From an optimization exercise on the open Yosys and OpenROAD flow, aimed at a short achievable clock period and few clock cycles; shortcuts taken in it are not production practice. In this exercise RTL edits were held to simulation tests only and were not proved equivalent to the original. No activity file was given, so power comes from the tool's default toggle rates.

<file path="config.mk">
export PLATFORM = sky130hd
export DESIGN_NAME = cpu_core
export DESIGN_NICKNAME = cpu_core
export VERILOG_FILES = /design/flow/design.v
export SDC_FILE = /design/flow/constraint.sdc
export NUM_CORES = 4
export LEC_CHECK = 0
export ABC_CLOCK_PERIOD_IN_PS = 2200
export CAP_MARGIN = 20
export CORE_MARGIN = 2
export CORE_UTILIZATION = 35
export SETUP_SLACK_MARGIN = 3.6
export SLEW_MARGIN = 20
</file>
<file path="design.v">
package cpu_pkg;
  typedef logic [15:0] word_t;      
  typedef logic [15:0] instr_t;
  typedef logic [3:0]  reg_addr_t;
  typedef logic [15:0] imm_t;       
  typedef enum logic [3:0] {
    OP_NOP  = 4'd0,
    OP_ADD  = 4'd1,
    OP_SUB  = 4'd2,
    OP_AND  = 4'd3,
    OP_OR   = 4'd4,
    OP_XOR  = 4'd5,
    OP_MOVI = 4'd6,
    OP_ADDI = 4'd7,
    OP_B    = 4'd8
  } opcode_e;
  typedef enum logic {
    FWD_REG = 1'b0,   
    FWD_WB  = 1'b1    
  } fwd_sel_e;
  localparam word_t RESET_PC = 16'h0000;
  localparam int    NUM_REGS = 16;
endpackage
`timescale 1ns/1ns
module cpu_core #(
  parameter int NUM_REGS = cpu_pkg::NUM_REGS
) (
  input  logic               clk_i,
  input  logic               reset_2_r,
  input  cpu_pkg::instr_t    instr_i,
  output cpu_pkg::word_t     pc_o,
  output logic               wb_valid_o,
  output cpu_pkg::reg_addr_t wb_rd_o,
  output cpu_pkg::word_t     wb_data_o
);
  logic [15:0] pc_q;
  logic [3:0]  f_op;
  logic        f_isb;
  logic [15:0] f_tgt;
  logic [15:0] f_inc;
  assign pc_o  = pc_q;
  assign f_op  = instr_i[15:12];
  assign f_isb = (f_op == 4'd8);
  assign f_tgt = pc_q + {{4{instr_i[11]}}, instr_i[11:0]};
  assign f_inc = pc_q + 16'd1;
  always_ff @(posedge clk_i or posedge reset_2_r) begin
    if (reset_2_r) pc_q <= cpu_pkg::RESET_PC;
    else           pc_q <= f_isb ? f_tgt : f_inc;
  end
  logic       f_alu, f_movi, f_addi, f_sub, f_wr;
  assign f_alu  = (f_op >= 4'd1) && (f_op <= 4'd5);
  assign f_movi = (f_op == 4'd6);
  assign f_addi = (f_op == 4'd7);
  assign f_sub  = (f_op == 4'd2);
  assign f_wr   = f_alu | f_movi | f_addi;
  logic       d_wr;
  logic       d_alu, d_movi, d_addi, d_sub;
  logic [1:0] d_fn;       
  logic [3:0] d_rd, d_ra, d_rb;
  logic [7:0] d_imm;
  always_ff @(posedge clk_i or posedge reset_2_r) begin
    if (reset_2_r) d_wr <= 1'b0;
    else           d_wr <= f_wr;
  end
  always_ff @(posedge clk_i) begin
    d_alu  <= f_alu;
    d_movi <= f_movi;
    d_addi <= f_addi;
    d_sub  <= f_sub;
    d_fn   <= (f_op == 4'd3) ? 2'd1 : (f_op == 4'd4) ? 2'd2 : (f_op == 4'd5) ? 2'd3 : 2'd0;
    d_rd   <= instr_i[11:8];
    d_ra   <= f_addi ? instr_i[11:8] : instr_i[7:4];
    d_rb   <= instr_i[3:0];
    d_imm  <= instr_i[7:0];
  end
  logic [15:0] regs_q [NUM_REGS];
  logic [15:0] ra_val, rb_val;
  assign ra_val = regs_q[d_ra];
  assign rb_val = regs_q[d_rb];
  logic        e_wr;
  logic [3:0]  e_rd;
  logic        e_fa, e_fb, e_inv, e_cin;
  logic [1:0]  e_fn;
  logic [15:0] e_a, e_b;
  always_ff @(posedge clk_i or posedge reset_2_r) begin
    if (reset_2_r) e_wr <= 1'b0;
    else           e_wr <= d_wr;
  end
  always_ff @(posedge clk_i) begin
    e_rd  <= d_rd;
    e_fn  <= d_fn;
    e_cin <= d_sub;
    e_inv <= d_sub;
    e_fa  <= e_wr && (e_rd == d_ra) && (d_alu || d_addi);
    e_fb  <= e_wr && (e_rd == d_rb) && d_alu;
    e_a   <= d_movi ? 16'h0000 : ra_val;
    e_b   <= (d_movi || d_addi) ? {8'h00, d_imm} : (d_sub ? ~rb_val : rb_val);
  end
  logic [15:0] w_q;
  logic [15:0] op_a, op_b, res;
  assign op_a = e_fa ? w_q : e_a;
  assign op_b = e_fb ? (e_inv ? ~w_q : w_q) : e_b;
  always_comb begin
    case (e_fn)
      2'd1:    res = op_a & op_b;
      2'd2:    res = op_a | op_b;
      2'd3:    res = op_a ^ op_b;
      default: res = op_a + op_b + {15'd0, e_cin};
    endcase
  end
  logic       w_valid;
  logic [3:0] w_rd;
  always_ff @(posedge clk_i or posedge reset_2_r) begin
    if (reset_2_r) begin
      w_valid <= 1'b0;
      for (int i = 0; i < NUM_REGS; i++) regs_q[i] <= '0;
    end else begin
      w_valid <= e_wr;
      if (e_wr) regs_q[e_rd] <= res;
    end
  end
  always_ff @(posedge clk_i) begin
    w_rd <= e_rd;
    w_q  <= res;
  end
  assign wb_valid_o = w_valid;
  assign wb_rd_o    = w_rd;
  assign wb_data_o  = w_q;
endmodule
</file>
<file path="constraint.sdc">
create_clock -name core_clock -period 6.0 [get_ports {clk_i}]
set_input_delay 1.2000 -clock core_clock [delete_from_list [all_inputs] [get_ports {clk_i}]]
set_output_delay 1.2000 -clock core_clock [all_outputs]
set_load 0.01 [all_outputs]
</file>
<file path="run.sh">
#!/bin/bash
# synth_recipe.tcl (not shown) runs the flow's synth.tcl, then flattens the netlist and writes it again
# the make line also repeats each setting of config.mk as NAME=value (left out here)
make -C /OpenROAD-flow-scripts/flow DESIGN_CONFIG=/design/flow/config.mk WORK_HOME=/design/flow/orfs CLKGATE_MAP_FILE= SYNTH_SCRIPT=/design/flow/synth_recipe.tcl finish
</file>
==> run notes <==
The run finished with no timing, DRC or antenna violations. After detailed routing, the average wire length per cell comes to 29.3 microns. The run gives 358 as the total clock sinks. In the final layout, flip-flops and latches occupy 8620 sq um. The synthesized design contains 358 register bits. The estimated wirelength of the detail-placed design was 50.9 mm.

In this run the worst path has a maximum fanout of 5. The tools report the Yosys warning count as 2. The routed design has 88.4 mm of wire. For this run, the detailed router's first-pass iteration total came to 13. After synthesis, the netlist uses 90 different library cells. For the worst setup path, the data arrival time is 3.67 ns. During I/O placement, the number of pins put on the boundary was 55. The tools report the end point of the critical path as regs_q[4][12].

The tools report the peak clock frequency supported by timing as 0.309 GHz. The worst clock skew came out at 0.0262 ns. The tools report the minimum hold slack as 0.326 ns. The die is 238 microns tall. The clock share of power is 0.200, and the synthesized net count is 2163. The first-pass GRT wire length was 124 mm; the async set-reset flop share out of synthesis was 0.768.

The global route total overflow came out at 0. After the first detailed-routing iteration, the DRC count stood at 2712. The worst path in the final design needs a cycle of 3.24 ns, including I/O delays and setup. The number of enable flip-flop cells after synthesis is 0. The required time at the endpoint of the critical path is 6.43 ns. The number of antenna violations at the first check in global routing came out at 5. The final hold violation count came out at 0. Dividing the detail-routed via count by the number of cells gives 6.41. Setup violations remaining at the end of the flow were counted as 0. For this run, the post-layout net count is 2358.

The worst setup path is of the reg2reg kind. The worst-margin pin slew is 1.08 ns, and the setup TNS is 0 ns. For this run, the leading register cell type out of synthesis is sky130_fd_sc_hd__dfrtp_1.

Summing every instance area after synthesis gives 19200 sq um. The number of design rule violations left after detail routing was 0. Maximum number of pins on one net before global-route repair: 132.

Switching component of the power: 5.61 mW. The portion of the post-synthesis area used by sequential elements was 0.446. The remaining max-slew budget at the tightest pin came out at 0.275.

In this run the worst hold path is classified as reg2reg. The relative area change from synthesis to final layout works out to 36.7%. STA classifies the critical path endpoint as a flop. Synthesis produced a netlist whose cell count is 2095. From left edge to right edge, the die measures 238 microns.

The worst IR drop on VDD came out at 0.333 mV. The clock network latency to the later pin of the worst-skew pair was 0.59 ns; the sequential share of power was 0.325. The power density over the cells was 525 nW/um^2; the static leakage power was 11.1 nW. The final clock period utilization by the worst path works out to 0.540. The count of cells in the finished layout, fillers not included, comes to 3021.

For the number of global-route vias before repair, the log shows 18337. For the max-slew violation total from the final report, the log shows 0. After synthesis, the mean cell area works out to 9.15 sq um.

STA classifies the critical path startpoint as a flop. The buffer levels on the longest clock path was 3. Along the worst hold path, the cell count comes to 0. TritonCTS built the clock tree. The number of max-cap violations was 0; the clock transition at the registers of the reported paths was 0.06 ns.

The internal power of the cells totals 8.16 mW. The detail route stage leaves a number of antenna-violating nets equal to 0. The run gives 42 as the CTS buffer count.

The origin of the worst setup path was e_cin. Setup repair after global routing could not meet its margin everywhere. The floorplan has 85 rows. The number of placed instances, taps included, is 2741.

The starting utilization of the core area was 0.355; the area of combinational cells with multiple inputs was 11700 sq um. The number of buffer cells added on primary ports works out to 54. The final route contains 19369 vias. The core region is 54000 sq um. Before CTS, the worst setup slack after placement is 1.61 ns. The number of H-tree levels is 2.

In this run the critical register-to-register path is captured at regs_q[4][12]. Routability-driven placement finished with a final weighted congestion of 0.990. The switching fraction of total power is 0.407, and the share of layout cells above drive strength 1 is 0.344. The length in cells of the worst reg-to-reg path works out to 14.

Fill cells in the final layout number 4811. The all-layer global routing usage is 0.295, and the final setup slack of the worst path is 2.76 ns. The run gives 0.475 as the portion of total power attributed to combinational logic. Reg-to-reg startpoint: e_cin.

The tree is rooted in a sky130_fd_sc_hd__clkbuf_16. Total power for the finished layout comes to 13.8 mW. The worst register-to-register path has a setup slack of 2.76 ns. The die covers 56700 sq um.
## logic make-up after synthesis
family                   synth area share
AND/OR/NAND/NOR                     0.149
XOR/XNOR                           0.0215
adder cells (fa/ha/maj)            0.0338
multiplexers                       0.0732
flip-flops                          0.446
AO/OA/AOI/OAI                       0.227
buffers and inverters              0.0500
## what timing repair did
| action | in CTS | in global routing |
|---|---|---|
| cloned | 17 | 8 |
| setup endpoints to repair | 356 | 320 |
| setup buffers | 127 | 48 |
| pin swaps | 68 | 56 |
| hold buffers | 0 | 0 |
| gates resized for setup | 407 | 215 |
## metal layers
layer | GRT usage | share of wire | wire [microns]
met5 | 0 | 0.00066 | 58
met4 | 0.158 | 0.069 | 6070
met3 | 0.107 | 0.14 | 12100
met2 | 0.435 | 0.42 | 37200
met1 | 0.378 | 0.37 | 32900
## critical path, cell delays in order, from the launching register on
cell and delay (ns):
sky130_fd_sc_hd__dfxtp_4 0.35, sky130_fd_sc_hd__buf_6 0.12, sky130_fd_sc_hd__xnor2_4 0.12, sky130_fd_sc_hd__a21oi_2 0.16, sky130_fd_sc_hd__fa_2 0.29, sky130_fd_sc_hd__inv_2 0.07, sky130_fd_sc_hd__fa_2 0.40, sky130_fd_sc_hd__nor2b_4 0.16
sky130_fd_sc_hd__o21bai_4 0.10, sky130_fd_sc_hd__a21oi_4 0.32, sky130_fd_sc_hd__o21ai_0 0.23, sky130_fd_sc_hd__o211ai_1 0.19, sky130_fd_sc_hd__buf_4 0.23, sky130_fd_sc_hd__o211a_4 0.26, sky130_fd_sc_hd__o21ai_1 0.09
## power groups by stage
stage	clock (mW)	sequential, mW	combinational [mW]
final	2.75	4.48	6.55
after global routing	2.88	4.56	6.87
after CTS	2.76	4.38	5.32
after detailed placement	0	4.40	3.98
after global placement	0	4.38	3.88
after floorplan	0	4.07	2.95
## area by class of cell
class	count	share of cell area
inverter	70	0.0111
sequential	358	0.329
tap	696	0.0332
clock buffer	53	0.0448
antenna	1	0.0000955
multi-input combinational	1517	0.445
clock inverter	25	0.0116
timing repair buffer	299	0.124
timing repair inverter	2	0.000573
## per-stage QoR
stage / area [sq um] / utilization
2_1_floorplan: 19800 / -
3_5_place_dp: 20900 / 0.386
3_3_place_gp: 20900 / 0.386
5_1_grt: 26200 / 0.485
4_1_cts: 24700 / 0.457
6_report: 26200 / 0.485
## flip-flops by register name, indices dropped and copies added, names as in the netlist, 2 cells and up
signal and count:
d_imm 8, e_a 16, d_ra 4, regs_q 256, w_rd 4, e_b 16
d_fn 2, e_rd 4, d_rd 4, e_fn 2, pc_q 16, w_q 16
## cells in the final DEF, fill, tap and decap left out, types with 50 or more instances in the layout
master,Yosys,layout
sky130_fd_sc_hd__nand2_1,336,325
sky130_fd_sc_hd__nor2_1,117,97
sky130_fd_sc_hd__inv_1,68,50
sky130_fd_sc_hd__a22oi_1,56,56
sky130_fd_sc_hd__buf_6,3,58
sky130_fd_sc_hd__dfrtp_1,275,274
sky130_fd_sc_hd__mux2_2,83,56
sky130_fd_sc_hd__buf_4,8,140
sky130_fd_sc_hd__o21ai_1,20,96
sky130_fd_sc_hd__dfxtp_1,83,57
sky130_fd_sc_hd__o21ai_0,222,69
sky130_fd_sc_hd__o21ai_2,9,85
sky130_fd_sc_hd__clkbuf_16,0,52
## how the worst min path moves through the flow
stage,start,to,slack [ns]
after floorplan,d_fn[0],e_fn[0],0.31
after global placement,d_rd[0],e_rd[0],0.31
after detailed placement,d_rd[1],e_rd[1],0.31
after CTS,d_rd[2],e_rd[2],0.33
after global routing,d_rd[0],e_rd[0],0.33
final,d_rd[2],e_rd[2],0.33
## cell usage after synthesis, types with 6 or more instances
cell type | instances | area, sq um
sky130_fd_sc_hd__dfrtp_1 | 275 | 6880
sky130_fd_sc_hd__clkbuf_1 | 89 | 334
sky130_fd_sc_hd__a21o_1 | 6 | 45.0
sky130_fd_sc_hd__o211ai_1 | 7 | 52.6
sky130_fd_sc_hd__a22oi_1 | 56 | 420
sky130_fd_sc_hd__xor2_1 | 14 | 123
sky130_fd_sc_hd__mux4_2 | 7 | 158
sky130_fd_sc_hd__a21oi_1 | 82 | 410
sky130_fd_sc_hd__o21ai_1 | 20 | 100
sky130_fd_sc_hd__a211oi_1 | 8 | 60.1
sky130_fd_sc_hd__buf_4 | 8 | 60.1
sky130_fd_sc_hd__and3_1 | 20 | 125
sky130_fd_sc_hd__a32oi_1 | 18 | 158
sky130_fd_sc_hd__nand4_1 | 9 | 56.3
sky130_fd_sc_hd__a31oi_1 | 16 | 100
sky130_fd_sc_hd__nand3_1 | 34 | 170
sky130_fd_sc_hd__dfxtp_1 | 83 | 1660
sky130_fd_sc_hd__nand2_1 | 336 | 1260
sky130_fd_sc_hd__buf_2 | 44 | 220
sky130_fd_sc_hd__o22ai_1 | 18 | 113
sky130_fd_sc_hd__nor2b_1 | 28 | 175
sky130_fd_sc_hd__a32o_1 | 10 | 100
sky130_fd_sc_hd__nor3_1 | 31 | 155
sky130_fd_sc_hd__xnor2_1 | 33 | 289
sky130_fd_sc_hd__ha_1 | 47 | 588
sky130_fd_sc_hd__o21a_1 | 6 | 45.0
sky130_fd_sc_hd__inv_1 | 68 | 255
sky130_fd_sc_hd__a222oi_1 | 14 | 140
sky130_fd_sc_hd__mux2i_1 | 31 | 310
sky130_fd_sc_hd__o21ai_2 | 9 | 78.8
sky130_fd_sc_hd__o21bai_1 | 7 | 52.6
sky130_fd_sc_hd__a22o_1 | 30 | 263
sky130_fd_sc_hd__nor2_1 | 117 | 439
sky130_fd_sc_hd__o21ai_0 | 222 | 1110
sky130_fd_sc_hd__and2_1 | 7 | 43.8
sky130_fd_sc_hd__nand2b_1 | 29 | 181
sky130_fd_sc_hd__mux2_2 | 83 | 935
sky130_fd_sc_hd__buf_1 | 10 | 37.5
sky130_fd_sc_hd__a221oi_1 | 41 | 359
sky130_fd_sc_hd__o31ai_1 | 21 | 158
Testbench counts, summed over its fixed seeds: cycles 12,026.

[afterwards: timing with drivers on the ports]
In the flow no input, the clock included, has a driving cell. The finished layout below was timed again as built, in two steps. Step 1 assumes that a clkbuf_16 drives the clock port and a buf_2 every other input. Step 2 times the ports against the registers' clock, not the clock port: input delays grow and output delays shrink by t, the midpoint of the rising clock arrivals with the driver on. a / b / c = ideal / step 1 / step 2; a / b = the first two.
shift t [ns]: 0.633
setup WS [ns]: 2.760 / 2.760 / 2.445
latest minus earliest clock arrival (ns): 0.026 / 0.026
slew at the worst register clock pin (ns): 0.07 / 0.07
After both steps setup and hold are still met in this run. The setup slack of this run moves by 0.000 ns with the drivers and by -0.315 ns with both steps.
